This is an optimization exercise on Yosys and OpenROAD, whose aim is small area, a short achievable clock period and few clock cycles per item, not a production implementation.
RTL that was checked went through simulation tests only; none was proved equivalent to the original.
For run 2, only the layout was checked, not whether the RTL still works.

[flow/flow/run.sh]
#!/bin/bash
# The standard layout (standard synthesis, floorplan, placement, CTS, routing), except that
# the input and output ports are buffered with sky130_fd_sc_hd__buf_1 instead of the delay
# buffer buffer_ports picks by default.
set -euo pipefail
bash standard.sh "BUFFER_PORTS_ARGS=-buffer_cell sky130_fd_sc_hd__buf_1" finish > orfs_make.log 2>&1
[flow/standard.sh]
#!/bin/bash
# synth_recipe.tcl (not shown) runs the flow's synth.tcl, then flattens the netlist and writes it again
# the make line also repeats each setting of config.mk as NAME=value (left out here)
make -C /OpenROAD-flow-scripts/flow DESIGN_CONFIG=/design/flow/config.mk WORK_HOME=/design/flow/orfs CLKGATE_MAP_FILE= SYNTH_SCRIPT=/design/flow/synth_recipe.tcl "${@:-finish}"
[flow/config.mk]
export PLATFORM = sky130hd
export DESIGN_NAME = sha_256_stream_core
export DESIGN_NICKNAME = sha_256_stream_core
export VERILOG_FILES = /design/flow/design.v
export SDC_FILE = /design/flow/constraint.sdc
export NUM_CORES = 4
export LEC_CHECK = 0
export CAP_MARGIN = 20
export CORE_MARGIN = 2
export CORE_UTILIZATION = 55
export SETUP_SLACK_MARGIN = 5
export SLEW_MARGIN = 20
export SYNTH_HIERARCHICAL = 1
[flow/constraint.sdc]
create_clock -name core_clock -period 9.5 [get_ports {clk}]
set_input_delay 1.9000 -clock core_clock [delete_from_list [all_inputs] [get_ports {clk}]]
set_output_delay 1.9000 -clock core_clock [all_outputs]
set_load 0.01 [all_outputs]
[flow/design.v]
module sha_256_stream_core #(
  parameter int ROUNDS_PER_CYCLE = 1,
  parameter bit ENABLE_SHA224 = 1
) (
  input  logic         clk,
  input  logic         rst,
  input  logic         ena,
  input  logic [511:0] input_data,
  input  logic         input_valid,
  input  logic         input_first,
  input  logic         input_last,
  input  logic         mode_224,
  output logic         input_ready,
  output logic [255:0] output_hash,
  output logic         output_valid,
  input  logic         output_ready
);
  localparam logic [255:0] IV256 = 256'h6a09e667_bb67ae85_3c6ef372_a54ff53a_510e527f_9b05688c_1f83d9ab_5be0cd19;
  localparam logic [255:0] IV224 = 256'hc1059ed8_367cd507_3070dd17_f70e5939_ffc00b31_68581511_64f98fa7_befa4fa4;
  function automatic logic [31:0] kc(input logic [5:0] i);
    case (i)
      6'd0: kc = 32'h428a2f98;
      6'd1: kc = 32'h71374491;
      6'd2: kc = 32'hb5c0fbcf;
      6'd3: kc = 32'he9b5dba5;
      6'd4: kc = 32'h3956c25b;
      6'd5: kc = 32'h59f111f1;
      6'd6: kc = 32'h923f82a4;
      6'd7: kc = 32'hab1c5ed5;
      6'd8: kc = 32'hd807aa98;
      6'd9: kc = 32'h12835b01;
      6'd10: kc = 32'h243185be;
      6'd11: kc = 32'h550c7dc3;
      6'd12: kc = 32'h72be5d74;
      6'd13: kc = 32'h80deb1fe;
      6'd14: kc = 32'h9bdc06a7;
      6'd15: kc = 32'hc19bf174;
      6'd16: kc = 32'he49b69c1;
      6'd17: kc = 32'hefbe4786;
      6'd18: kc = 32'h0fc19dc6;
      6'd19: kc = 32'h240ca1cc;
      6'd20: kc = 32'h2de92c6f;
      6'd21: kc = 32'h4a7484aa;
      6'd22: kc = 32'h5cb0a9dc;
      6'd23: kc = 32'h76f988da;
      6'd24: kc = 32'h983e5152;
      6'd25: kc = 32'ha831c66d;
      6'd26: kc = 32'hb00327c8;
      6'd27: kc = 32'hbf597fc7;
      6'd28: kc = 32'hc6e00bf3;
      6'd29: kc = 32'hd5a79147;
      6'd30: kc = 32'h06ca6351;
      6'd31: kc = 32'h14292967;
      6'd32: kc = 32'h27b70a85;
      6'd33: kc = 32'h2e1b2138;
      6'd34: kc = 32'h4d2c6dfc;
      6'd35: kc = 32'h53380d13;
      6'd36: kc = 32'h650a7354;
      6'd37: kc = 32'h766a0abb;
      6'd38: kc = 32'h81c2c92e;
      6'd39: kc = 32'h92722c85;
      6'd40: kc = 32'ha2bfe8a1;
      6'd41: kc = 32'ha81a664b;
      6'd42: kc = 32'hc24b8b70;
      6'd43: kc = 32'hc76c51a3;
      6'd44: kc = 32'hd192e819;
      6'd45: kc = 32'hd6990624;
      6'd46: kc = 32'hf40e3585;
      6'd47: kc = 32'h106aa070;
      6'd48: kc = 32'h19a4c116;
      6'd49: kc = 32'h1e376c08;
      6'd50: kc = 32'h2748774c;
      6'd51: kc = 32'h34b0bcb5;
      6'd52: kc = 32'h391c0cb3;
      6'd53: kc = 32'h4ed8aa4a;
      6'd54: kc = 32'h5b9cca4f;
      6'd55: kc = 32'h682e6ff3;
      6'd56: kc = 32'h748f82ee;
      6'd57: kc = 32'h78a5636f;
      6'd58: kc = 32'h84c87814;
      6'd59: kc = 32'h8cc70208;
      6'd60: kc = 32'h90befffa;
      6'd61: kc = 32'ha4506ceb;
      6'd62: kc = 32'hbef9a3f7;
      6'd63: kc = 32'hc67178f2;
      default: kc = 32'h0;
    endcase
  endfunction
  function automatic logic [31:0] ivw(input logic m, input logic [2:0] i);
    case ({m, i})
      4'd0: ivw = 32'h6a09e667;
      4'd1: ivw = 32'hbb67ae85;
      4'd2: ivw = 32'h3c6ef372;
      4'd3: ivw = 32'ha54ff53a;
      4'd4: ivw = 32'h510e527f;
      4'd5: ivw = 32'h9b05688c;
      4'd6: ivw = 32'h1f83d9ab;
      4'd7: ivw = 32'h5be0cd19;
      4'd8: ivw = 32'hc1059ed8;
      4'd9: ivw = 32'h367cd507;
      4'd10: ivw = 32'h3070dd17;
      4'd11: ivw = 32'hf70e5939;
      4'd12: ivw = 32'hffc00b31;
      4'd13: ivw = 32'h68581511;
      4'd14: ivw = 32'h64f98fa7;
      4'd15: ivw = 32'hbefa4fa4;
      default: ivw = 32'h0;
    endcase
  endfunction
  function automatic logic [31:0] ror(input logic [31:0] x, input int n);
    ror = (x >> n) | (x << (32 - n));
  endfunction
  function automatic logic [31:0] addks(input logic [31:0] x, input logic [31:0] y);
    logic [31:0] gg, pp, hx, gn, pn;
    hx = x ^ y;
    for (int i = 0; i < 32; i++) gg[i] = hx[i] ? 1'b0 : x[i];
    pp = x | y;
    for (int k = 1; k < 32; k = 2 * k) begin
      for (int i = 0; i < 32; i++) begin
        gn[i] = i >= k ? gg[i] | pp[i] & gg[i - k] : gg[i];
        pn[i] = i >= k ? pp[i] & pp[i - k] : pp[i];
      end
      gg = gn;
      pp = pn;
    end
    addks = hx ^ {gg[30:0], 1'b0};
  endfunction
  function automatic logic [31:0] addsk(input logic [31:0] x, input logic [31:0] y);
    logic [31:0] gg, pp, hx, gn, pn;
    hx = x ^ y;
    gg = x & y;
    pp = x | y;
    for (int k = 1; k < 32; k = 2 * k) begin
      for (int i = 0; i < 32; i++) begin
        int j;
        j = (i / (2 * k)) * (2 * k) + k - 1;
        gn[i] = (i % (2 * k)) >= k ? gg[i] | pp[i] & gg[j] : gg[i];
        pn[i] = (i % (2 * k)) >= k ? pp[i] & pp[j] : pp[i];
      end
      gg = gn;
      pp = pn;
    end
    addsk = hx ^ {gg[30:0], 1'b0};
  endfunction
  function automatic logic [31:0] addcs(input logic [31:0] x, input logic [31:0] y);
    logic [16:0] lo;
    logic [15:0] h0, h1;
    lo = {1'b0, x[15:0]} + {1'b0, y[15:0]};
    h0 = x[31:16] + y[31:16];
    h1 = x[31:16] + y[31:16] + 16'd1;
    addcs = {lo[16] ? h1 : h0, lo[15:0]};
  endfunction
  function automatic logic [63:0] csa(input logic [31:0] x, input logic [31:0] y, input logic [31:0] z);
    logic [31:0] hx, cy;
    hx = x ^ y;
    for (int i = 0; i < 32; i++) cy[i] = hx[i] ? z[i] : x[i];
    csa = {hx ^ z, cy[30:0], 1'b0};
  endfunction
  function automatic logic [31:0] maj(input logic [31:0] x, input logic [31:0] y, input logic [31:0] z);
    maj = (x & y) | (x & z) | (y & z);
  endfunction
  logic [6:0] t;
  logic busy;           
  logic cmt;            
  logic ld;             
  logic nb;             
  logic nfirst, nmode, nlast;
  logic cfirst, clast;  
  logic mmode;          
  logic omode;          
  logic inph;           
  logic [3:0] wi;       
  logic rdy, ov;
  logic dpend;          
  logic push, ov_next;
  logic [31:0] kk;      
  logic [1:0] fk;       
  logic [31:0] a, b, c, d, e, f, g, p;    
  logic [0:15][31:0] w;                   
  logic [0:3][31:0] ha, he, han, hen;     
  assign input_ready = rdy;
  assign output_valid = ov;
  assign output_hash = {ha[0], ha[1], ha[2], ha[3], he[0], he[1], he[2], omode ? 32'h0 : he[3]};
  assign push = cmt;
  logic dset;
  assign dset = (push && ld && clast || dpend) && (!rdy || ena);
  assign ov_next = dset || ov && !(ena && output_ready);
  logic [31:0] xa, xe, suma, sume;
  logic [1:0] fkn;
  logic [7:0] ivs;
  assign fkn = t == 7'd60 ? 2'd3 : fk - 2'd1;
  always_comb begin
    xa = cfirst ? 32'h0 : ha[3];
    xe = cfirst ? 32'h0 : he[3];
    for (int j = 0; j < 8; j++) begin
      if (ivs[j]) begin
        xa = xa | ivw(j[2], {1'b0, j[1:0]});
        xe = xe | ivw(j[2], {1'b1, j[1:0]});
      end
    end
  end
  assign suma = xa + a;
  assign sume = xe + e;
  assign han = push ? {suma, ha[0], ha[1], ha[2]} : ha;
  assign hen = push ? {sume, he[0], he[1], he[2]} : he;
  logic [31:0] s0, s1, ch, mj, u_s, u_c, e_s, e_c, x_s, x_c, y_s, y_c, na, ne;
  assign s1 = ror(e, 6) ^ ror(e, 11) ^ ror(e, 25);
  assign ch = (e & f) ^ (~e & g);
  assign s0 = ror(a, 2) ^ ror(a, 13) ^ ror(a, 22);
  assign mj = maj(a, b, c);
  assign {u_s, u_c} = csa(p, ch, s1);
  assign {e_s, e_c} = csa(d, u_s, u_c);
  assign {x_s, x_c} = csa(mj, u_c, u_s);
  assign {y_s, y_c} = csa(x_c, x_s, s0);
  sha_add32 u_adde (.x(e_s), .y(e_c), .s(ne));
  sha_add32 u_adda (.x(y_s), .y(y_c), .s(na));
  logic [31:0] gop, cop, p_s, p_c;
  logic [5:0] ki;
  assign ki = t == 7'd63 ? 6'd0 : t == 7'd64 ? 6'd1 : 6'(t + 7'd2);
  assign gop = !ld ? g : nfirst ? ivw(nmode, 3'd7) : hen[3];
  assign cop = nfirst ? ivw(nmode, 3'd3) : han[3];
  assign p_s = gop ^ kk ^ w[15];
  assign p_c = {maj(gop, kk, w[15]), 1'b0};
  logic [31:0] sg0, sg1, w_s, w_c, v_s, v_c, wn, win;
  assign sg0 = ror(w[1], 7) ^ ror(w[1], 18) ^ (w[1] >> 3);
  assign sg1 = ror(w[14], 17) ^ ror(w[14], 19) ^ (w[14] >> 10);
  assign w_s = sg1 ^ w[9] ^ sg0;
  assign w_c = {maj(sg1, w[9], sg0), 1'b0};
  assign v_s = w_s ^ w_c ^ w[0];
  assign v_c = {maj(w_s, w_c, w[0]), 1'b0};
  assign win = input_data[511 - 32 * wi -: 32];
  assign wn = inph ? win : v_s + v_c;
  always_ff @(posedge clk) begin
    w <= {w[1:15], wn};
    p <= p_s + p_c;
    b <= ld ? (nfirst ? ivw(nmode, 3'd1) : han[1]) : a;
    c <= ld ? (nfirst ? ivw(nmode, 3'd2) : han[2]) : b;
    d <= ld ? cop : c;
    f <= ld ? (nfirst ? ivw(nmode, 3'd5) : hen[1]) : e;
    g <= ld ? (nfirst ? ivw(nmode, 3'd6) : hen[2]) : f;
    a <= ld ? (nfirst ? ivw(nmode, 3'd0) : han[0]) : na;
    e <= ld ? (nfirst ? ivw(nmode, 3'd4) : hen[0]) : ne;
    ha <= han;
    he <= hen;
  end
  always_ff @(posedge clk) begin
    if (rst) begin
      t <= 7'd62;
      busy <= 1'b0;
      cmt <= 1'b0;
      ld <= 1'b0;
      nb <= 1'b0;
      rdy <= 1'b0;
      ov <= 1'b0;
      dpend <= 1'b0;
      inph <= 1'b0;
    end else begin
      ov <= ov_next;
      dpend <= (push && ld && clast || dpend) && !dset;
      ld <= t == 7'd63;
      if (ena && rdy) rdy <= 1'b0;
      if (t == 7'd60) begin
        cmt <= busy && !ov_next;
        if (busy && !ov_next) rdy <= 1'b1;
      end else if (ld) begin
        cmt <= 1'b0;
      end
      if (t == 7'd61 && !cmt) begin
        busy <= 1'b0;
        t <= 7'd62;
      end else if (t == 7'd62) begin
        if (busy || (input_valid && !rdy)) begin
          t <= 7'd63;
          inph <= 1'b1;
        end
      end else if (t == 7'd63) begin
        t <= 7'd64;
        nb <= input_valid && !rdy;
      end else if (ld) begin
        busy <= nb;
        t <= nb ? 7'd0 : 7'd62;
        if (!nb) inph <= 1'b0;
      end else begin
        t <= t + 7'd1;
        if (t == 7'd13) inph <= 1'b0;
      end
    end
  end
  always_ff @(posedge clk) begin
    wi <= t == 7'd62 ? 4'd0 : wi + 4'd1;
    kk <= kc(ki);
    fk <= fkn;
    ivs <= cfirst ? 8'b1 << {mmode, fkn} : 8'b0;
    if (t == 7'd63) begin
      nfirst <= input_first;
      nmode <= mode_224;
      nlast <= input_last;
    end
    if (ld) begin
      if (push && clast) omode <= mmode;
      if (nb) begin
        cfirst <= nfirst;
        clast <= nlast;
        if (nfirst) mmode <= ENABLE_SHA224 && nmode;
      end
    end
  end
endmodule
module sha_add32 (
  input  logic [31:0] x,
  input  logic [31:0] y,
  output logic [31:0] s
);
  always_comb begin
    logic [31:0] gg, pp, hx, gn, pn;
    hx = x ^ y;
    gg = x & y;
    pp = x | y;
    for (int k = 1; k < 32; k = 2 * k) begin
      for (int i = 0; i < 32; i++) begin
        int j;
        j = (i / (2 * k)) * (2 * k) + k - 1;
        gn[i] = (i % (2 * k)) >= k ? gg[i] | pp[i] & gg[j] : gg[i];
        pn[i] = (i % (2 * k)) >= k ? pp[i] & pp[j] : pp[i];
      end
      gg = gn;
      pp = pn;
    end
    s = hx ^ {gg[30:0], 1'b0};
  end
endmodule
==> flow_summary.yaml, run 1 <==
critical_path:
  critPathLaunchType: "flip-flop"
  rr_startpoint: "cfirst"
  r2r_slack_ns: 4.94
  timing.setup.critical_path_class: "flip-flop to flip-flop"
  critPathArrivalTime_ns: 5.21
  endpoint_kind: "flip-flop"
  cp-startpoint: "cfirst"
  cp.required_ns: 10.15
  critPathMaxFanout: 29
sta:
  fmax_ghz: 0.219
  tightest_slew_ns: 1.18
  maxSlewHeadroom_pct: 20.8
  setup_viol: 0
  fin_crit_ns: 4.56
  finalHoldViolCount: 0
  rsz0062_at_grt: "true"
  maxSlewViolCount: 0
  finClkSkew_ns: 0.0606
  timing.final.crit_share_pct: 48.0
  fin_tns_setup_ns: 0
global_routing:
  antenna_found_initial: 38
  grt_max_degree: 178
  grt_pass1_wl_um: 330000
  grt_pass1_vias: 46938
  grt_overflow: 0
  grtUsageTotal_pct: 42.5
routing:
  vias: 50800
  drt_iter0_markers: 7041
  drt-total-wl_um: 239000
  viasPerCell: 6.24
  dr.pass1.iters: 8
  wl_per_cell_um: 29.4
  ant_nets: 0
  drc_errors: 0
cts:
  path_clk_slew_ns: 0.06
  cts_htree_levels: 3
  clk_latency_ns: 0.74
  cts_sinks: 1092
  numCtsBuffers: 109
  cts_hold_buf: 0
  cts_buffer_depth: 3
  cts_tree: "built"
  root_buffer: "clkbuf_16"
final_layout:
  fillers: 8663
  multiInputGateArea_sq_um: 33200
  final_cells: 8145
  final_nets: 7548
  drive_above_1_share_pct: 14.2
  final-seq-area_sq_um: 22100
  areaGrowthSynthToFinish_pct: 16.2
place:
  io_buffers: 777
  dp.cells: 7853
  dp_hpwl_um: 185000
  routabilityCongestion: 1.07
synth:
  ys_types: 108
  synth_edf_count: 7
  ys.flop_type: "dfxtp_1"
  synth_area_leaders: "dfxtp_1, xnor2_1, ha_1"
  async_flop_share_pct: 0
  ys_warn_count: 8
  ys_ff_latch: 1092
  synth_top_cell_area_share_pct: 37.8
  synthCells: 6068
  yosysTopAreaCell: "dfxtp_1"
  synth.most_common_cell: "dfxtp_1"
  yosys-top-cells-count: "dfxtp_1, nand2_1, inv_1"
  ys_seq_area_share_pct: 38.1
  syn_area_per_cell_sq_um: 9.48
  netlist_area_sq_um: 57500
floorplan:
  die_h_um: 327
  die-area_sq_um: 107000
  io_pins: 778
  num_rows: 118
  core_area_sq_um: 104000
  initial_core_util_pct: 55.5
  die_w_um: 327
min_path:
  min_path_type: "flip-flop to flip-flop"
  min-delay-start: "w[376]"
outcome:
  run_status: "complete, no violations"
job:
  maxCapViolCount: 0
per-module statistics from Yosys, one instance, submodules excluded:
module	copies in the design	cells	flip-flops and latches
sha_256_stream_core	1	5494	1092
sha_add32	2	287	0
path summary, 6_finish.rpt:
check        endpoint  depth (start not counted)
max             e[29]                         15
min            w[408]                          0
max reg2reg     e[29]                         15
min reg2reg    w[408]                          0
critical path, stage by stage (launching register included):
cell and delay [ns]:
edfxtp_1 0.36, buf_8 0.28, inv_1 0.13, buf_8 0.20, a21oi_1 0.27, nand3_2 0.22
ha_1 0.30, a211oi_1 0.29, o21ai_0 0.27, o21ai_1 0.30, a31oi_1 0.22, o2111ai_1 0.53
a21oi_2 0.22, a31oi_1 0.29, mux2_2 0.39, a31oi_1 0.15
flip-flops by register name (all words and copies together) (netlist names), 2 cells and up:
signal,cells
a,32
b,32
c,32
d,32
e,32
f,32
fk,2
g,32
ha,128
he,128
ivs,8
kk,32
p,32
t,7
w,512
wi,4
logic make-up (layout without fill, tap and decap cells):
kind of cell,after synthesis,in the layout,share of synthesized area [%]
AOI/OAI and AO/OA,1472,1473,16.9
other,1,26,0.00652
adders and majority gates,425,425,10.4
DFF,1092,1092,38.1
muxes,397,397,9.52
buffers and inverters,905,1572,6.62
and+or+nand+nor,1184,1188,9.33
xor gates and xnor gates,592,592,9.08
cell usage in the layout, fill, tap and decap left out, drive strengths merged, types with 57 or more instances in the layout:
master,count
a21o,65
a21oi,318
buf,890
clkbuf,154
dfxtp,1085
fa,106
ha,270
inv,480
mux2,224
mux2i,76
mux4,97
nand2,483
nand3,88
nor2,326
nor3,57
o211ai,219
o21ai,412
o22a,57
xnor2,411
xor2,179
per-stage QoR:
step                hold slack (ns)  utilization, %  instance area [sq um]  setup WS [ns]
global route                  0.301            64.4                  66800           4.90
finish                        0.284            64.4                  66800           4.94
CTS                           0.284            63.0                  65300           4.91
floorplan                     0.310               -                  57500           5.01
global placement              0.310            58.6                  60700           4.42
detailed placement            0.312            58.6                  60700           4.34
what timing repair did:
item,4_1_cts,5_1_grt
gates cloned,4,7
pin swaps,9,53
gates resized for setup,146,222
setup buffers,9,48
hold endpoints to repair,0,0
setup endpoints to repair,91,91
final cells by class:
class / instances / area share (%)
Antenna cell: 24 / 0.0899
Sequential cell: 1092 / 33.1
Multi-Input combinational cell: 4077 / 49.7
Inverter: 476 / 2.70
Clock inverter: 51 / 0.976
Timing Repair Buffer: 896 / 6.27
Tap cell: 1380 / 2.58
Clock buffer: 149 / 4.61
layer usage:
| layer | global-route usage (%) | wire, um | vias up |
|---|---|---|---|
| met3 | 16.1 | 35300 | 533 |
| met5 | 0 | 109 | - |
| met1 | 59.6 | 97400 | 24616 |
| met4 | 18.2 | 12400 | 16 |
| li1 | - | - | 22219 |
| met2 | 58.2 | 93900 | 3416 |
Testbench counts, summed over its fixed seeds: cycles 39,942, blocks 614.
==> run 2, diff against run 1 <==
--- a/flow/design.v
+++ b/flow/design.v
@@ -318,10 +318,8 @@
     pp = x | y;
     for (int k = 1; k < 32; k = 2 * k) begin
       for (int i = 0; i < 32; i++) begin
-        int j;
-        j = (i / (2 * k)) * (2 * k) + k - 1;
-        gn[i] = (i % (2 * k)) >= k ? gg[i] | pp[i] & gg[j] : gg[i];
-        pn[i] = (i % (2 * k)) >= k ? pp[i] & pp[j] : pp[i];
+        gn[i] = i >= k ? gg[i] | pp[i] & gg[i - k] : gg[i];
+        pn[i] = i >= k ? pp[i] & pp[i - k] : pp[i];
       end
       gg = gn;
       pp = pn;
--- a/flow/config.mk
+++ b/flow/config.mk
@@ -8,6 +8,8 @@
 export CAP_MARGIN = 20
 export CORE_MARGIN = 2
 export CORE_UTILIZATION = 55
+export CTS_CLUSTER_DIAMETER = 90
+export CTS_CLUSTER_SIZE = 25
 export SETUP_SLACK_MARGIN = 5
 export SLEW_MARGIN = 20
 export SYNTH_HIERARCHICAL = 1
==> flow_summary.yaml, run 2 <==
outcome:
  run_status: "complete, no violations"
cts:
  numCtsBuffers: 54
  cts_tree: "built"
  root_buffer: "clkbuf_16"
  path_clk_slew_ns: 0.11
  cts_buffer_depth: 3
  clk_latency_ns: 0.74
  cts_hold_buf: 0
  cts_sinks: 1092
  cts_htree_levels: 2
global_routing:
  use_met1_pct: 67.6
  grt_pass1_wl_um: 363000
  grtUsageTotal_pct: 47.8
  grt_overflow: 0
  grt_util_met2_pct: 60.8
  antenna_found_initial: 58
  grt_pass1_vias: 47605
  grt_use_met3_pct: 24.2
  grt_max_degree: 118
  gr-max-usage-layer: "met1"
final_layout:
  fillers: 8771
  drive_above_1_share_pct: 16.1
  areaGrowthSynthToFinish_pct: 14.7
  largestRegisters: "w (512), ha (128), he (128)"
  final_nets: 7530
  layout_commonest_cell: "dfxtp_1"
  top_register: "w"
  largest_reg_flops: 512
  layout_common_cells: "dfxtp_1, buf_1, inv_1"
synth:
  ys_types: 100
  synth_edf_count: 7
  synthCells: 6057
  yosys-top-cells-count: "dfxtp_1, nand2_1, inv_1"
  async_flop_share_pct: 0
  netlist_area_sq_um: 58000
  ys_warn_count: 8
  ys.flop_type: "dfxtp_1"
  yosysTopAreaCell: "dfxtp_1"
  ys_seq_area_share_pct: 37.8
  syn_area_per_cell_sq_um: 9.57
  ys_ff_latch: 1092
  synth_top_cell_area_share_pct: 37.5
  synth.most_common_cell: "dfxtp_1"
  synth_area_leaders: "dfxtp_1, xnor2_1, ha_1"
floorplan:
  core_area_sq_um: 105000
  initial_core_util_pct: 55.2
  io_pins: 778
  die-area_sq_um: 108000
  die_w_um: 329
  num_rows: 119
  die_h_um: 329
critical_path:
  critPathLaunchType: "flip-flop"
  r2r_cells: 19
  timing.setup.critical_path_class: "flip-flop to flip-flop"
  worstSetupEndpoint: "a[22]"
  endpoint_kind: "flip-flop"
  cp.required_ns: 10.14
  critPathArrivalTime_ns: 5.23
  cp-startpoint: "e[29]"
  critPathMaxFanout: 4
  r2r_slack_ns: 4.91
  rr_startpoint: "e[29]"
  reg2reg_to: "a[22]"
place:
  routabilityCongestion: 1.08
  dp_hpwl_um: 216000
  io_buffers: 777
routing:
  dr.pass1.iters: 9
  wl_per_cell_um: 34.0
  drt_iter0_markers: 8882
  ant_nets: 0
  drc_errors: 0
  viasPerCell: 6.60
  drt-total-wl_um: 274000
  vias: 53340
job:
  maxCapViolCount: 0
sta:
  maxSlewHeadroom_pct: 4.09
  finalHoldViolCount: 0
  rsz0062_at_grt: "true"
  fin_crit_ns: 4.59
  setup_viol: 0
  tightest_slew_ns: 1.43
  maxSlewViolCount: 0
  finClkSkew_ns: 0.0802
  whs_ns: 0.282
  fmax_ghz: 0.218
  timing.final.crit_share_pct: 48.3
  fin_tns_setup_ns: 0
min_path:
  min_path_type: "flip-flop to flip-flop"
## run 2: cell types whose count changed after synthesis, sizes merged, moves of 12 or more
| cell | before | now |
|---|---|---|
| nand2 | 482 | 468 |
| xnor2 | 411 | 432 |
| a21oi | 318 | 298 |
| buf | 169 | 152 |
| clkbuf | 260 | 272 |
| nor2b | 39 | 58 |
| mux2i | 76 | 48 |
| o21ai | 412 | 397 |
| a31oi | 55 | 40 |
| ha | 270 | 284 |
| mux4 | 97 | 130 |
| o31ai | 13 | 31 |
| o211ai | 218 | 160 |
## run 2: what timing repair did
item	4_1_cts	5_1_grt
gates cloned	2	7
setup buffers	32	73
resized for setup	250	328
pin swaps	42	89
setup endpoints to repair	104	67
## run 2: worst min path at each step
stage | startpoint | to | slack, ns | depth (start not counted)
after floorplan | w[68] | w[100] | 0.31 | 0
after global placement | w[157] | w[189] | 0.31 | 0
after detailed placement | w[75] | w[107] | 0.31 | 0
after CTS | w[104] | w[136] | 0.28 | 0
after global routing | w[352] | w[384] | 0.29 | 0
final | w[104] | w[136] | 0.28 | 0
## run 2: metal layers
layer | part of all wire (%) | wire [um] | up-vias
met4 | 4.7 | 13000 | 32
met2 | 38 | 103000 | 4427
li1 | - | - | 22108
met1 | 39 | 108000 | 26044
met3 | 18 | 49200 | 729
met5 | 0.15 | 412 | -
## run 2: modules after synthesis (local to each module, per instance)
module	copies in the design	area (sq um)
sha_256_stream_core	1	52900
sha_add32	2	2520
## run 2: worst max-delay path: stages (launching register included)
cell,delay [ns]
dfxtp_4,0.41
clkinvlp_4,0.25
xnor2_4,0.23
xnor2_2,0.18
xor2_2,0.20
buf_6,0.16
maj3_2,0.38
xor2_2,0.18
xnor2_2,0.24
inv_1,0.10
ha_4,0.18
nor2b_2,0.18
nor4b_4,0.33
a21boi_4,0.30
o21bai_4,0.12
a211oi_4,0.31
nor2_1,0.12
xnor2_1,0.19
nor2b_1,0.16
a31o_2,0.26
## run 2: area by class of cell
type | instances | area (sq um) | area share (%)
Timing Repair Buffer | 936 | 4450 | 6.70
Sequential cell | 1092 | 22100 | 33.3
Clock inverter | 13 | 263 | 0.395
Clock buffer | 58 | 1380 | 2.07
Multi-Input combinational cell | 4075 | 34600 | 52.1
Antenna cell | 46 | 115 | 0.173
Tap cell | 1391 | 1740 | 2.62
Inverter | 469 | 1780 | 2.68
## run 2: per-stage QoR
stage	util (%)	instance area (sq um)	setup slack [ns]	std cells
2_1_floorplan	-	58000	5.02	6058
3_3_place_gp	58.2	61100	4.15	7849
3_5_place_dp	58.2	61100	4.07	7849
4_1_cts	61.1	64100	4.90	7954
5_1_grt	63.3	66500	4.81	8068
6_report	63.3	66500	4.91	8080
## run 2: cells by family after synthesis
group                    share of synthesized area (%)
AO/OA/AOI/OAI                                     16.4
AND/OR/NAND/NOR                                   9.15
flip-flops                                        37.8
buffers and inverters                             6.47
XOR/XNOR                                          9.33
adder cells (fa/ha/maj)                           10.5
multiplexers                                      10.3
other                                          0.00647
==> run 3, diff against run 2 <==
--- a/flow/design.v
+++ b/flow/design.v
@@ -318,8 +318,10 @@
     pp = x | y;
     for (int k = 1; k < 32; k = 2 * k) begin
       for (int i = 0; i < 32; i++) begin
-        gn[i] = i >= k ? gg[i] | pp[i] & gg[i - k] : gg[i];
-        pn[i] = i >= k ? pp[i] & pp[i - k] : pp[i];
+        int j;
+        j = (i / (2 * k)) * (2 * k) + k - 1;
+        gn[i] = (i % (2 * k)) >= k ? gg[i] | pp[i] & gg[j] : gg[i];
+        pn[i] = (i % (2 * k)) >= k ? pp[i] & pp[j] : pp[i];
       end
       gg = gn;
       pp = pn;
==> flow_summary.yaml, run 3 <==
outcome:
  run_status: "complete, no violations"
global_routing:
  grt_overflow: 0
  grt_max_degree: 178
  grt_pass1_wl_um: 325000
  grtUsageTotal_pct: 42.0
  antenna_found_initial: 41
  grt_pass1_vias: 46027
synth:
  ys_warn_count: 8
  synth_edf_count: 7
  ys.flop_type: "dfxtp_1"
  synth_area_leaders: "dfxtp_1, xnor2_1, ha_1"
  synth_top_cell_area_share_pct: 37.8
  ys_types: 108
  netlist_area_sq_um: 57500
  synth.most_common_cell: "dfxtp_1"
  synthCells: 6068
  yosys-top-cells-count: "dfxtp_1, nand2_1, inv_1"
  ys_ff_latch: 1092
  ys_seq_area_share_pct: 38.1
  syn_area_per_cell_sq_um: 9.48
  yosysTopAreaCell: "dfxtp_1"
  async_flop_share_pct: 0
critical_path:
  r2r_slack_ns: 4.98
  endpoint_kind: "flip-flop"
  cp_slowest_cell: "dfxtp_4"
  timing.setup.critical_path_class: "flip-flop to flip-flop"
  crit_path_cell_trace: "xnor2_4, xnor2_2, xnor2_1, xor2_1, or2_4, nand2_2, xnor2_1, ha_1, or2_1, o2111ai_2, nand3_2, and4_4, o211ai_4, buf_4, o21ai_1, a311oi_1, o21ai_0, a31oi_1"
  critPathLaunchType: "flip-flop"
  cp.depth: 18
  cpLargestDelayFamily: "compound AO/OA/AOI/OAI gates"
  crit_buf_inv: 1
  cp.required_ns: 10.14
  r2r_cells: 18
  max_stage_delay_ns: 0.50
  critPathArrivalTime_ns: 5.16
  cp_common_cell: "xnor2_1"
  critPathMaxFanout: 8
final_layout:
  areaGrowthSynthToFinish_pct: 13.0
  largest_reg_flops: 512
  finalInstanceArea_sq_um: 65000
  final_cells: 8041
  top_register: "w"
  layout_commonest_cell: "dfxtp_1"
  layout_common_cells: "dfxtp_1, buf_1, nand2_1"
  drive_above_1_share_pct: 13.3
  final_nets: 7512
  largestRegisters: "w (512), ha (128), he (128)"
cts:
  cts_tree: "built"
  path_clk_slew_ns: 0.10
  cts_buffer_depth: 3
  clk_latency_ns: 0.75
  cts_htree_levels: 2
  numCtsBuffers: 55
  root_buffer: "clkbuf_16"
  cts_sinks: 1092
floorplan:
  die_w_um: 327
  io_pins: 778
  core_area_sq_um: 104000
  die_h_um: 327
  die-area_sq_um: 107000
  initial_core_util_pct: 55.5
  num_rows: 118
routing:
  vias: 50214
  drt_iter0_markers: 7128
  wl_per_cell_um: 29.5
  viasPerCell: 6.24
  dr.pass1.iters: 8
  drc_errors: 0
  ant_nets: 0
  drt-total-wl_um: 237000
place:
  io_buffers: 777
  dpl_cell_area_sq_um: 60700
  dp_hpwl_um: 185000
  routabilityCongestion: 1.07
  dp.cells: 7853
job:
  maxCapViolCount: 0
sta:
  rsz0062_at_grt: "true"
  timing.final.crit_share_pct: 47.6
  fin_crit_ns: 4.52
  tightest_slew_ns: 1.16
  finalHoldViolCount: 0
  maxSlewViolCount: 0
  fmax_ghz: 0.221
  maxSlewHeadroom_pct: 22.2
  fin_tns_setup_ns: 0
  setup_viol: 0
  finClkSkew_ns: 0.0748
  whs_ns: 0.277
min_path:
  min_path_type: "flip-flop to flip-flop"
  hold_depth: 0
## run 3: changes by cell type after synthesis, moves of 12 or more
cell	change
o21ai_0	+13
mux2i_1	+28
mux4_2	-33
buf_2	+18
o31ai_1	-16
xnor2_1	-21
nor2b_1	-19
a21oi_1	+15
nand2_1	+14
o211ai_1	+56
clkbuf_1	-12
ha_1	-14
a31oi_1	+12
## run 3: layer usage
metal  wire (um)  track usage [%]
met1       97800             59.7
met4       12400             18.1
met5          84                0
met2       92800             57.1
met3       33900             14.7
## run 3: kinds of logic (layout without fill, tap and decap cells)
logic type | count (synthesis) | after routing | share of synthesized area [%]
AO/OA/AOI/OAI | 1472 | 1473 | 16.9
AND/OR/NAND/NOR | 1184 | 1188 | 9.33
flip-flops | 1092 | 1092 | 38.1
buffers and inverters | 905 | 1465 | 6.62
XOR/XNOR | 592 | 592 | 9.08
adder cells (fa/ha/maj) | 425 | 425 | 10.4
multiplexers | 397 | 397 | 9.52
other | 1 | 29 | 0.00652
## run 3: modules after synthesis (local to each module, per instance)
module / flip-flops and latches / cells / area [sq um] / times used
sha_256_stream_core: 1092 / 5494 / 53400 / 1
sha_add32: 0 / 287 / 2070 / 2
## run 3: metrics by stage
step	util, %	worst slack, ns
after floorplan	-	5.01
after global placement	58.6	4.42
after detailed placement	58.6	4.34
after CTS	61.0	4.88
after global routing	62.6	4.87
final	62.7	4.98
## run 3: path summary, 6_finish.rpt
check	start	to
worst max-delay path	e[27]	e[29]
worst min-delay path	w[376]	w[408]
worst max register to register	e[27]	e[29]
worst min register to register	w[376]	w[408]
## run 3: layout make-up
class / instances / area [sq um]
inverter: 476 / 1810
timing repair buffer: 914 / 4340
multi-input combinational: 4077 / 33300
clock buffer: 57 / 1380
fill: 8940 / 38700
antenna: 27 / 67.6
sequential: 1092 / 22100
tap: 1380 / 1730
clock inverter: 18 / 284
## run 3: timing repair
item                       CTS  global route
resized for setup          148           238
pin swaps                    6            62
hold buffers                 0             0
setup endpoints to repair   94            87
cloned                       4             7
buffers inserted             8            67
Testbench counts of run 3, summed over its fixed seeds: cycles 39,942, blocks 614.
==> run 4, diff against run 3 <==
--- a/flow/config.mk
+++ b/flow/config.mk
@@ -10,6 +10,7 @@
 export CORE_UTILIZATION = 55
 export CTS_CLUSTER_DIAMETER = 90
 export CTS_CLUSTER_SIZE = 25
+export PLACE_DENSITY = 0.75
 export SETUP_SLACK_MARGIN = 5
 export SLEW_MARGIN = 20
 export SYNTH_HIERARCHICAL = 1
==> flow_summary.yaml, run 4 <==
outcome:
  run_status: "complete, no violations"
global_routing:
  grtUsageTotal_pct: 44.3
  grt_use_met3_pct: 16.9
  grt_util_met2_pct: 59.3
  gr-max-usage-layer: "met1"
  use_met1_pct: 66.8
  grt_pass1_wl_um: 341000
  grt_max_degree: 172
  grt_pass1_vias: 47214
  antenna_found_initial: 39
  grt_overflow: 0
routing:
  dr.pass1.iters: 7
  drt-total-wl_um: 251000
  viasPerCell: 6.45
  vias: 51634
  drc_errors: 0
  wl_per_cell_um: 31.3
  drt_iter0_markers: 7903
  ant_nets: 0
cts:
  cts_tree: "built"
  clk_latency_ns: 0.70
  root_buffer: "clkbuf_16"
  cts_sinks: 1092
  cts_buffer_depth: 3
  path_clk_slew_ns: 0.12
  cts_hold_buf: 0
  numCtsBuffers: 53
  cts_htree_levels: 2
critical_path:
  timing.setup.critical_path_class: "flip-flop to flip-flop"
  max_stage_delay_ns: 0.89
  crit_path_cell_trace: "buf_4, nor2_4, buf_4, nand2_1, nor3_2, o21ai_0, ha_1, and2_1, nor2b_1, o41ai_1, xnor2_1, mux2_2, mux2_2, a21o_1"
  critPathMaxFanout: 14
  critPathArrivalTime_ns: 5.29
  crit_buf_inv: 2
  cp_slowest_cell: "o41ai_1"
  endpoint_kind: "flip-flop"
  cp.required_ns: 10.10
  cpLargestDelayFamily: "compound AO/OA/AOI/OAI gates"
  cp.depth: 14
  r2r_cells: 14
  critPathLaunchType: "flip-flop"
sta:
  timing.final.crit_share_pct: 49.4
  finalHoldViolCount: 0
  fmax_ghz: 0.213
  maxSlewHeadroom_pct: 19.6
  setup_viol: 0
  tightest_slew_ns: 1.19
  fin_crit_ns: 4.69
  rsz0062_at_grt: "true"
  finClkSkew_ns: 0.0326
  maxSlewViolCount: 0
  fin_tns_setup_ns: 0
floorplan:
  die_h_um: 327
  die-area_sq_um: 107000
  initial_core_util_pct: 55.5
  io_pins: 778
  num_rows: 118
  die_w_um: 327
  core_area_sq_um: 104000
place:
  io_buffers: 777
  routabilityCongestion: 1.05
  dp.cells: 7854
  dp_hpwl_um: 197000
  dpl_cell_area_sq_um: 60700
synth:
  ys.flop_type: "dfxtp_1"
  ys_seq_area_share_pct: 38.1
  synth_edf_count: 7
  synth_top_family_by_area: "compound AO/OA/AOI/OAI gates"
  yosys-top-cells-count: "dfxtp_1, nand2_1, inv_1"
  async_flop_share_pct: 0
  synth.most_common_cell: "dfxtp_1"
  yosysTopAreaCell: "dfxtp_1"
  netlist_area_sq_um: 57500
  ys_warn_count: 8
  syn_area_per_cell_sq_um: 9.48
  synthCells: 6068
  ys_ff_latch: 1092
  synth_top_cell_area_share_pct: 37.8
  muxShareOfSynthArea_pct: 9.52
  synth-compound-area-share_pct: 16.9
  synth_simple_gate_area_share_pct: 9.33
  ys_types: 108
  synth_fa_ha_area_share_pct: 10.4
  synth_area_leaders: "dfxtp_1, xnor2_1, ha_1"
  synth_xor_xnor_area_share_pct: 9.08
final_layout:
  areaGrowthSynthToFinish_pct: 12.8
  multiInputGateArea_sq_um: 33400
  final_cells: 8011
  layout_commonest_cell: "dfxtp_1"
  finalInstanceArea_sq_um: 64800
  post-route-util_pct: 62.6
  largestRegisters: "w (512), ha (128), he (128)"
  top_register: "w"
  largest_reg_flops: 512
  fillers: 8653
  final_nets: 7498
  final-seq-area_sq_um: 22100
  drive_above_1_share_pct: 13.4
  layout_common_cells: "dfxtp_1, buf_1, nand2_1"
job:
  maxCapViolCount: 0
min_path:
  min_path_type: "flip-flop to flip-flop"
  hold_depth: 0
run 4: cells by family (layout without fill, tap and decap cells):
logic type               Yosys count  count (layout)
AO/OA/AOI/OAI                   1472            1473
AND/OR/NAND/NOR                 1184            1186
flip-flops                      1092            1092
buffers and inverters            905            1450
XOR/XNOR                         592             592
adder cells (fa/ha/maj)          425             425
multiplexers                     397             397
other                              1              16
run 4: per-module statistics from Yosys (local to each module, per instance):
module | times used | area [sq um]
sha_add32 | 2 | 2070
sha_256_stream_core | 1 | 53400
run 4: layout make-up:
type                    count  share of cell area [%]
clock buffers              56                    2.08
repair inverters            1                 0.00772
flip-flops and latches   1092                    34.1
multi-input cells        4075                    51.6
clock inverters            14                   0.328
inverters                 476                    2.81
diodes                     14                  0.0540
well taps                1380                    2.66
repair buffers            903                    6.40
run 4: stage by stage:
| stage | worst slack [ns] | hold WS (ns) |
|---|---|---|
| 2_1_floorplan | 5.01 | 0.310 |
| 3_3_place_gp | 4.23 | 0.310 |
| 3_5_place_dp | 4.17 | 0.312 |
| 4_1_cts | 4.84 | 0.326 |
| 5_1_grt | 4.87 | 0.334 |
| 6_report | 4.81 | 0.324 |
run 4: routing by layer:
metal	up-vias	wire, um
met4	24	7100
met3	539	39700
met1	25271	107000
met5	-	223
li1	21984	-
met2	3816	96800
run 4: worst paths after layout:
path / from / end / slack (ns)
worst min register to register: w[88] / w[120] / 0.32
worst min-delay path: w[88] / w[120] / 0.32
worst max-delay path: ivs[7] / e[31] / 4.81
worst max register to register: ivs[7] / e[31] / 4.81
run 4: timing repair:
action                     CTS  global route
hold endpoints to repair     0             0
gates cloned                 3             5
buffers inserted            11            54
pin swaps                   13            65
gates resized for setup    159           264
setup endpoints to repair  103            87
==> run 5, diff against run 4 <==
--- a/flow/config.mk
+++ b/flow/config.mk
@@ -10,7 +10,7 @@
 export CORE_UTILIZATION = 55
 export CTS_CLUSTER_DIAMETER = 90
 export CTS_CLUSTER_SIZE = 25
-export PLACE_DENSITY = 0.75
+export GPL_ROUTABILITY_DRIVEN = 0
 export SETUP_SLACK_MARGIN = 5
 export SLEW_MARGIN = 20
 export SYNTH_HIERARCHICAL = 1
==> flow_summary.yaml, run 5 <==
outcome:
  run_status: "complete, no violations"
critical_path:
  cp.required_ns: 10.17
  reg2reg_to: "a[27]"
  crit_path_cell_trace: "clkinvlp_4, buf_12, xnor2_4, xnor2_1, xor2_2, buf_4, maj3_1, xor2_1, xnor2_1, inv_1, ha_1, and2b_2, o21ai_1, nand3_4, and4_4, o211ai_4, buf_4, nor2_1, a311oi_1, o21ai_0, a21bo_1"
  rr_startpoint: "e[29]"
  endpoint_kind: "flip-flop"
  max_stage_delay_ns: 0.44
  crit_buf_inv: 5
  cp.depth: 21
  critPathArrivalTime_ns: 5.20
  timing.setup.critical_path_class: "flip-flop to flip-flop"
  critPathMaxFanout: 10
  cp-startpoint: "e[29]"
  critPathLaunchType: "flip-flop"
  r2r_slack_ns: 4.98
  cpLargestDelayFamily: "compound AO/OA/AOI/OAI gates"
  r2r_cells: 21
  cp_slowest_cell: "dfxtp_4"
  worstSetupEndpoint: "a[27]"
synth:
  netlist_area_sq_um: 57500
  synth_area_leaders: "dfxtp_1, xnor2_1, ha_1"
  synth_edf_count: 7
  ys_warn_count: 8
  ys_ff_latch: 1092
  yosysTopAreaCell: "dfxtp_1"
  async_flop_share_pct: 0
  syn_area_per_cell_sq_um: 9.48
  ys_seq_area_share_pct: 38.1
  ys_types: 108
  synth_top_cell_area_share_pct: 37.8
  synth.most_common_cell: "dfxtp_1"
  synthCells: 6068
  ys.flop_type: "dfxtp_1"
  yosys-top-cells-count: "dfxtp_1, nand2_1, inv_1"
sta:
  fmax_ghz: 0.221
  finalHoldViolCount: 0
  rsz0062_at_grt: "true"
  timing.final.crit_share_pct: 47.6
  setup_viol: 0
  finClkSkew_ns: 0.0554
  maxSlewViolCount: 0
  fin_tns_setup_ns: 0
  tightest_slew_ns: 1.29
  maxSlewHeadroom_pct: 13.2
  fin_crit_ns: 4.52
job:
  maxCapViolCount: 0
cts:
  cts_buffer_depth: 3
  numCtsBuffers: 54
  path_clk_slew_ns: 0.10
  cts_hold_buf: 0
  clk_latency_ns: 0.74
  cts_tree: "built"
  cts_htree_levels: 2
  root_buffer: "clkbuf_16"
  cts_sinks: 1092
min_path:
  min_path_type: "flip-flop to flip-flop"
final_layout:
  top_register: "w"
  fillers: 9101
  finalInstanceArea_sq_um: 64200
  layout_commonest_cell: "dfxtp_1"
  areaGrowthSynthToFinish_pct: 11.7
  final_nets: 7472
  post-route-util_pct: 62.0
  layout_common_cells: "dfxtp_1, buf_1, nand2_1"
  largestRegisters: "w (512), ha (128), he (128)"
  drive_above_1_share_pct: 12.0
  largest_reg_flops: 512
floorplan:
  die_h_um: 327
  die-area_sq_um: 107000
  io_pins: 778
  core_area_sq_um: 104000
  num_rows: 118
  die_w_um: 327
  initial_core_util_pct: 55.5
routing:
  drc_errors: 0
  dr.pass1.iters: 9
  vias: 49981
  wl_per_cell_um: 28.7
  viasPerCell: 6.24
  drt-total-wl_um: 230000
  drt_iter0_markers: 7300
  ant_nets: 0
place:
  dp_hpwl_um: 179000
  dpl_cell_area_sq_um: 60700
  io_buffers: 777
global_routing:
  antenna_found_initial: 48
  grt_overflow: 0
  grt_pass1_wl_um: 316000
  grt_max_degree: 121
  grtUsageTotal_pct: 40.7
  grt_pass1_vias: 45416
-- run 5: changes by cell type in the layout (fill, tap and decap cells not counted), moves of 7 or more --
cell and delta:
o21ai_1 -12, xnor2_1 +33, xor2_1 +7, diode_2 +19, xnor2_4 -9, xnor2_2 -24
o21ai_0 +19, xor2_2 -7, buf_4 -26
-- run 5: cell families after synthesis --
family / after synthesis / synth area share, %
fa+ha+maj: 425 / 10.4
mux: 397 / 9.52
compound gates: 1472 / 16.9
xor+xnor: 592 / 9.08
buf+inv: 905 / 6.62
flops: 1092 / 38.1
simple gates: 1184 / 9.33
other cells: 1 / 0.00652
-- run 5: what timing repair did --
item / 4_1_cts / 5_1_grt
setup buffers: 6 / 37
endpoints found under the hold margin: 0 / 0
pin swaps: 3 / 25
endpoints found under the setup margin: 99 / 83
resized for setup: 121 / 192
cloned: 2 / 7
-- run 5: per-layer routing --
metal | share of wire (%) | track usage (%)
met1 | 41 | 56.1
met2 | 40 | 55.8
met3 | 14 | 16.3
met4 | 4.8 | 16.6
met5 | 0.39 | 5.72
-- run 5: modules after synthesis (local to each module, per instance) --
module,cells,flip-flops and latches,area [sq um],copies in the design
sha_add32,287,0,2070,2
sha_256_stream_core,5494,1092,53400,1
-- run 5: worst min path at each step --
stage | endpoint | from | cells after the start | slack, ns
final | w[376] | w[344] | 0 | 0.29
after global routing | w[376] | w[344] | 0 | 0.28
after CTS | w[376] | w[344] | 0 | 0.27
after detailed placement | w[109] | w[77] | 0 | 0.31
after global placement | w[139] | w[107] | 0 | 0.31
after floorplan | w[100] | w[68] | 0 | 0.31
-- run 5: stage by stage --
stage	worst slack, ns	std cells	hold WS (ns)
3_3_place_gp	4.32	7848	0.310
2_1_floorplan	5.01	6069	0.310
4_1_cts	4.92	7931	0.268
3_5_place_dp	4.26	7848	0.312
6_report	4.98	8008	0.287
5_1_grt	4.80	8001	0.283
-- run 5: area by class of cell --
class	count	area [sq um]	share of cell area [%]
multi-input combinational	4074	32900	51.2
sequential	1092	22100	34.4
timing repair buffer	876	3990	6.21
inverter	476	1810	2.81
tap	1380	1730	2.69
clock buffer	61	1390	2.16
clock inverter	14	243	0.378
antenna	33	82.6	0.129
timing repair inverter	2	10.0	0.0156
-- run 5: worst reg2reg max path: cells and delay by family, from the launching register on --
family / cells / cell delay [ns]
AOI/OAI and AO/OA: 5 / 1.12
adders and majority gates: 2 / 0.52
and+or+nand+nor: 4 / 0.72
xor gates and xnor gates: 5 / 0.98
DFF: 1 / 0.44
buffers and inverters: 5 / 0.70
==> run 6, diff against run 5 <==
--- a/flow/config.mk
+++ b/flow/config.mk
@@ -7,7 +7,7 @@
 export LEC_CHECK = 0
 export CAP_MARGIN = 20
 export CORE_MARGIN = 2
-export CORE_UTILIZATION = 55
+export CORE_UTILIZATION = 60
 export CTS_CLUSTER_DIAMETER = 90
 export CTS_CLUSTER_SIZE = 25
 export GPL_ROUTABILITY_DRIVEN = 0
==> flow_summary.yaml, run 6 <==
synth:
  synth_top_family_by_area: "compound AO/OA/AOI/OAI gates"
  synth_simple_gate_area_share_pct: 9.33
  synth_edf_count: 7
  synth_area_leaders: "dfxtp_1, xnor2_1, ha_1"
  ys.flop_type: "dfxtp_1"
  synth_top_cell_area_share_pct: 37.8
  yosys-top-cells-count: "dfxtp_1, nand2_1, inv_1"
  ys_types: 108
  syn_area_per_cell_sq_um: 9.48
  muxShareOfSynthArea_pct: 9.52
  synth_xor_xnor_area_share_pct: 9.08
  synth-compound-area-share_pct: 16.9
  ys_seq_area_share_pct: 38.1
  netlist_area_sq_um: 57500
  ys_ff_latch: 1092
  async_flop_share_pct: 0
  synth.most_common_cell: "dfxtp_1"
  synthCells: 6068
  yosysTopAreaCell: "dfxtp_1"
  ys_warn_count: 8
  synth_fa_ha_area_share_pct: 10.4
cts:
  cts_sinks: 1092
  cts_tree: "built"
  cts_buffer_depth: 3
  path_clk_slew_ns: 0.10
  cts_hold_buf: 0
  root_buffer: "clkbuf_16"
  cts_htree_levels: 2
  clk_latency_ns: 0.71
  numCtsBuffers: 53
final_layout:
  layout_common_cells: "dfxtp_1, buf_1, nand2_1"
  drive_above_1_share_pct: 12.5
  final_nets: 7474
  largest_reg_flops: 512
  fillers: 7923
  largestRegisters: "w (512), ha (128), he (128)"
  top_register: "w"
  areaGrowthSynthToFinish_pct: 11.7
  layout_commonest_cell: "dfxtp_1"
sta:
  timing.final.crit_share_pct: 48.4
  rsz0062_at_grt: "true"
  fin_crit_ns: 4.59
  maxSlewHeadroom_pct: 10.7
  maxSlewViolCount: 0
  finClkSkew_ns: 0.0420
  finalHoldViolCount: 0
  fin_tns_setup_ns: 0
  fmax_ghz: 0.218
  tightest_slew_ns: 1.33
  setup_viol: 0
critical_path:
  critPathLaunchType: "flip-flop"
  timing.setup.critical_path_class: "flip-flop to flip-flop"
  critPathArrivalTime_ns: 5.15
  endpoint_kind: "flip-flop"
  cp.required_ns: 10.05
  critPathMaxFanout: 10
global_routing:
  antenna_found_initial: 66
  grt_max_degree: 89
  grt_overflow: 0
  grt_pass1_vias: 45532
  grtUsageTotal_pct: 45.1
  grt_pass1_wl_um: 319000
routing:
  drc_errors: 0
  ant_nets: 0
  wl_per_cell_um: 29.4
  vias: 50653
  viasPerCell: 6.40
  drt_iter0_markers: 8185
  drt-total-wl_um: 232000
  dr.pass1.iters: 9
place:
  io_buffers: 777
  dp_hpwl_um: 178000
floorplan:
  die_h_um: 314
  core_area_sq_um: 95000
  num_rows: 113
  die_w_um: 314
  io_pins: 778
  die-area_sq_um: 98300
  initial_core_util_pct: 60.5
job:
  maxCapViolCount: 0
min_path:
  min_path_type: "flip-flop to flip-flop"
outcome:
  run_status: "complete, no violations"
[run 6: cell counts after synthesis]
No cell type changed its count.
[run 6: worst paths after layout]
| path | start | cells past startpoint | to | slack [ns] |
|---|---|---|---|---|
| max reg2reg | ivs[4] | 14 | e[30] | 4.91 |
| max | ivs[4] | 14 | e[30] | 4.91 |
| min | w[162] | 0 | w[194] | 0.30 |
| min reg2reg | w[162] | 0 | w[194] | 0.30 |
[run 6: logic make-up (layout without fill, tap and decap cells)]
family | count (synthesis) | in the layout
other | 1 | 53
adders and majority gates | 425 | 425
DFF | 1092 | 1092
and+or+nand+nor | 1184 | 1185
AOI/OAI and AO/OA | 1472 | 1472
muxes | 397 | 397
xor gates and xnor gates | 592 | 592
buffers and inverters | 905 | 1431
[run 6: metal layers]
| layer | GRT usage (%) | share of wire [%] |
|---|---|---|
| met5 | 6.38 | 0.27 |
| met4 | 25.5 | 7.5 |
| met3 | 21.1 | 16 |
| met2 | 60.1 | 38 |
| met1 | 58.8 | 38 |
[run 6: Yosys stat by module, one instance, submodules excluded]
module / flops+latches / area (sq um) / copies in the design
sha_256_stream_core: 1092 / 53400 / 1
sha_add32: 0 / 2070 / 2
[run 6: critical path: stages, from the launching register on]
cell and delay, ns:
dfxtp_1 0.83, nor3_2 0.26, nand3_1 0.17, ha_1 0.21
inv_1 0.07, fa_1 0.42, nor2b_1 0.21, o31ai_2 0.11
a211oi_1 0.69, o211ai_1 0.27, a31oi_1 0.30, o41ai_2 0.14
and4b_1 0.23, o41ai_2 0.40, a31oi_1 0.14
[run 6: metrics by stage]
stage          cell area (sq um)  utilization [%]  hold WS [ns]  setup WS (ns)  cells
4_1_cts                    62700             66.0         0.293           5.00   7820
2_1_floorplan              57500                -         0.310           5.01   6069
3_5_place_dp               60500             63.7         0.312           4.32   7732
3_3_place_gp               60500             63.7         0.310           4.35   7732
5_1_grt                    64200             67.6         0.302           4.81   7893
6_report                   64200             67.6         0.302           4.91   7912
[run 6: repair_timing]
item	CTS	global route
setup endpoints to repair	97	97
pin swaps	3	49
buffers inserted	11	35
gates cloned	4	6
gates resized for setup	102	228
[run 6: cell type report]
cell class                 instances  area [sq um]  area share (%)
multi-input combinational       4073         33100            51.5
sequential                      1092         22100            34.4
timing repair buffer             880          3970            6.18
inverter                         476          1820            2.83
tap                             1265          1580            2.46
clock buffer                      57          1350            2.10
clock inverter                    16           256           0.399
antenna                           51           128           0.199
timing repair inverter             2          10.0          0.0156
==> run 7, diff against run 6 <==
--- a/flow/config.mk
+++ b/flow/config.mk
@@ -10,7 +10,6 @@
 export CORE_UTILIZATION = 60
 export CTS_CLUSTER_DIAMETER = 90
 export CTS_CLUSTER_SIZE = 25
-export GPL_ROUTABILITY_DRIVEN = 0
 export SETUP_SLACK_MARGIN = 5
 export SLEW_MARGIN = 20
 export SYNTH_HIERARCHICAL = 1
==> flow_summary.yaml, run 7 <==
outcome:
  run_status: "complete, no violations"
critical_path:
  max_stage_delay_ns: 0.44
  cpLargestDelayFamily: "compound AO/OA/AOI/OAI gates"
  crit_buf_inv: 2
  cp-startpoint: "ivs[6]"
  cp.required_ns: 10.14
  crit_path_cell_trace: "buf_4, nor3_4, buf_4, nand2_1, nor2_1, o21ai_0, ha_1, nand3_1, o21a_1, a31oi_1, o2111ai_1, a21oi_2, a31oi_1, mux2_2, a31oi_1"
  critPathMaxFanout: 12
  cp.depth: 15
  reg2reg_to: "e[29]"
  critPathLaunchType: "flip-flop"
  critPathArrivalTime_ns: 5.26
  rr_startpoint: "ivs[6]"
  endpoint_kind: "flip-flop"
  timing.setup.critical_path_class: "flip-flop to flip-flop"
  r2r_cells: 15
  cp_slowest_cell: "a31oi_1"
  r2r_slack_ns: 4.88
  cp_common_cell: "a31oi_1"
place:
  io_buffers: 777
  preCtsSetupSlack_ns: 4.15
  dp_hpwl_um: 188000
  routabilityCongestion: 1.05
  dp.cells: 7740
sta:
  whs_ns: 0.305
  finClkSkew_ns: 0.0741
  fin_crit_ns: 4.62
  rsz0062_at_grt: "true"
  finalHoldViolCount: 0
  fmax_ghz: 0.216
  maxSlewViolCount: 0
  postLayoutSetupSlackWorst_ns: 4.88
  timing.final.crit_share_pct: 48.6
  setup_viol: 0
  maxSlewHeadroom_pct: 17.5
  fin_tns_setup_ns: 0
  tightest_slew_ns: 1.23
routing:
  ant_nets: 0
  vias: 51307
  drt_iter0_markers: 7913
  wl_per_cell_um: 30.6
  viasPerCell: 6.48
  dr.pass1.iters: 7
  drt-total-wl_um: 242000
  drc_errors: 0
global_routing:
  grtUsageTotal_pct: 46.4
  grt_max_degree: 102
  grt_pass1_vias: 47430
  grt_pass1_wl_um: 329000
  antenna_found_initial: 55
  grt_overflow: 0
cts:
  cts_htree_levels: 2
  path_clk_slew_ns: 0.10
  cts_buffer_depth: 3
  cts_tree: "built"
  root_buffer: "clkbuf_16"
  cts_hold_buf: 0
  numCtsBuffers: 55
  cts_sinks: 1092
  clk_latency_ns: 0.75
floorplan:
  io_pins: 778
  num_rows: 113
  initial_core_util_pct: 60.5
  core_area_sq_um: 95000
  die_h_um: 314
  die_w_um: 314
  die-area_sq_um: 98300
synth:
  ys_ff_latch: 1092
  netlist_area_sq_um: 57500
  syn_area_per_cell_sq_um: 9.48
  ys_seq_area_share_pct: 38.1
  async_flop_share_pct: 0
  synthCells: 6068
  synth_area_leaders: "dfxtp_1, xnor2_1, ha_1"
  synth_edf_count: 7
  yosysTopAreaCell: "dfxtp_1"
  yosys-top-cells-count: "dfxtp_1, nand2_1, inv_1"
  ys_warn_count: 8
  synth_top_cell_area_share_pct: 37.8
  ys_types: 108
  ys.flop_type: "dfxtp_1"
  synth.most_common_cell: "dfxtp_1"
final_layout:
  post-route-util_pct: 68.1
  layout_common_cells: "dfxtp_1, buf_1, nand2_1"
  layout_commonest_cell: "dfxtp_1"
  largestRegisters: "w (512), ha (128), he (128)"
  areaGrowthSynthToFinish_pct: 12.5
  largest_reg_flops: 512
  drive_above_1_share_pct: 13.1
  final_nets: 7504
  fillers: 7402
  final_cells: 7921
  top_register: "w"
min_path:
  min_path_type: "flip-flop to flip-flop"
  hold_depth: 0
  min-delay-start: "w[394]"
  min_to: "w[426]"
job:
  maxCapViolCount: 0
-- run 7: cell count changes in the layout (fill, tap and decap cells not counted), sizes merged, moves of 3 or more --
cell      delta
clkbuf       +6
inv          +5
diode       -24
clkinvlp     -3
buf         +26
-- run 7: cell families (layout without fill, tap and decap cells) --
| logic type | after synthesis | after routing | synth area share, % |
|---|---|---|---|
| compound gates | 1472 | 1473 | 16.9 |
| fa+ha+maj | 425 | 425 | 10.4 |
| mux | 397 | 397 | 9.52 |
| xor+xnor | 592 | 592 | 9.08 |
| simple gates | 1184 | 1187 | 9.33 |
| other cells | 1 | 29 | 0.00652 |
| buf+inv | 905 | 1461 | 6.62 |
| flops | 1092 | 1092 | 38.1 |
-- run 7: per-layer routing --
layer / track usage, % / share of wire, % / up-vias
met5: 0.580 / 0.052 / -
met4: 27.2 / 7.5 / 20
met3: 18.5 / 16 / 754
met2: 63.8 / 39 / 3780
met1: 61.3 / 38 / 24724
li1: - / - / 22029
-- run 7: Yosys stat by module, one instance, submodules excluded --
module	cells inside	area [sq um]	copies in the design
sha_256_stream_core	5494	53400	1
sha_add32	287	2070	2
-- run 7: worst max path at each step --
| stage | end |
|---|---|
| after floorplan | p[21] |
| after global placement | p[21] |
| after detailed placement | p[21] |
| after CTS | p[21] |
| after global routing | a[31] |
| final | e[29] |
-- run 7: timing repair --
action                                  CTS  global route
buffers inserted                         12            54
gates cloned                              1             8
pin swaps                                 7            61
gates resized for setup                 129           238
endpoints found under the setup margin   92            89
-- run 7: worst register-to-register path, stage by stage (launching register included) --
cell	delay [ns]
dfxtp_1	0.31
buf_4	0.20
nor3_4	0.40
buf_4	0.25
nand2_1	0.18
nor2_1	0.37
o21ai_0	0.19
ha_1	0.38
nand3_1	0.13
o21a_1	0.22
a31oi_1	0.44
o2111ai_1	0.37
a21oi_2	0.42
a31oi_1	0.16
mux2_2	0.31
a31oi_1	0.20
-- run 7: through the flow --
stage / cell area, sq um
final: 64700
after global routing: 64700
after CTS: 62900
after detailed placement: 60500
after global placement: 60500
after floorplan: 57500
-- run 7: area by class of cell --
type | instances | area, sq um | share of cell area (%)
Timing Repair Buffer | 907 | 4230 | 6.54
Tap cell | 1265 | 1580 | 2.45
Inverter | 476 | 1820 | 2.81
Multi-Input combinational cell | 4076 | 33200 | 51.3
Sequential cell | 1092 | 22100 | 34.1
Antenna cell | 27 | 67.6 | 0.104
Clock inverter | 18 | 287 | 0.443
Clock buffer | 60 | 1410 | 2.17

==> static timing again, ports no longer ideal <==
The flow's constraints put no driver on any port. The routed layouts listed below were extracted and timed again, unchanged, in two steps. Step 1: set_driving_cell puts a clkbuf_16 on clk and a buf_2 on each other input, an assumption about the parent block. Step 2 adds t to the input delays and takes it off the output delays; t is the mean of the earliest and latest rising clock arrival at the registers after step 1. Input paths then give back, and output paths get back, about the clock's delay inside the block. a / b / c = ideal / step 1 / step 2; a / b = the first two.
run	t, ns	slack for setup (ns)	worst setup path after step 2	latest minus earliest clock arrival (ns)	worst register clock-pin slew, ns
run 1	0.794	4.936 / 4.936 / 4.936	register to register	0.063 / 0.062	0.07 / 0.07
run 2	0.784	4.910 / 4.910 / 4.910	register to register	0.087 / 0.087	0.11 / 0.11
run 3	0.791	4.976 / 4.976 / 4.976	register to register	0.075 / 0.075	0.11 / 0.11
run 4	0.774	4.808 / 4.808 / 4.808	register to register	0.046 / 0.045	0.12 / 0.12
run 5	0.790	4.977 / 4.977 / 4.977	register to register	0.060 / 0.059	0.11 / 0.11
run 6	0.758	4.905 / 4.905 / 4.905	register to register	0.044 / 0.044	0.11 / 0.11
run 7	0.794	4.880 / 4.880 / 4.880	register to register	0.074 / 0.075	0.11 / 0.11
After both steps every run listed still meets setup and hold.
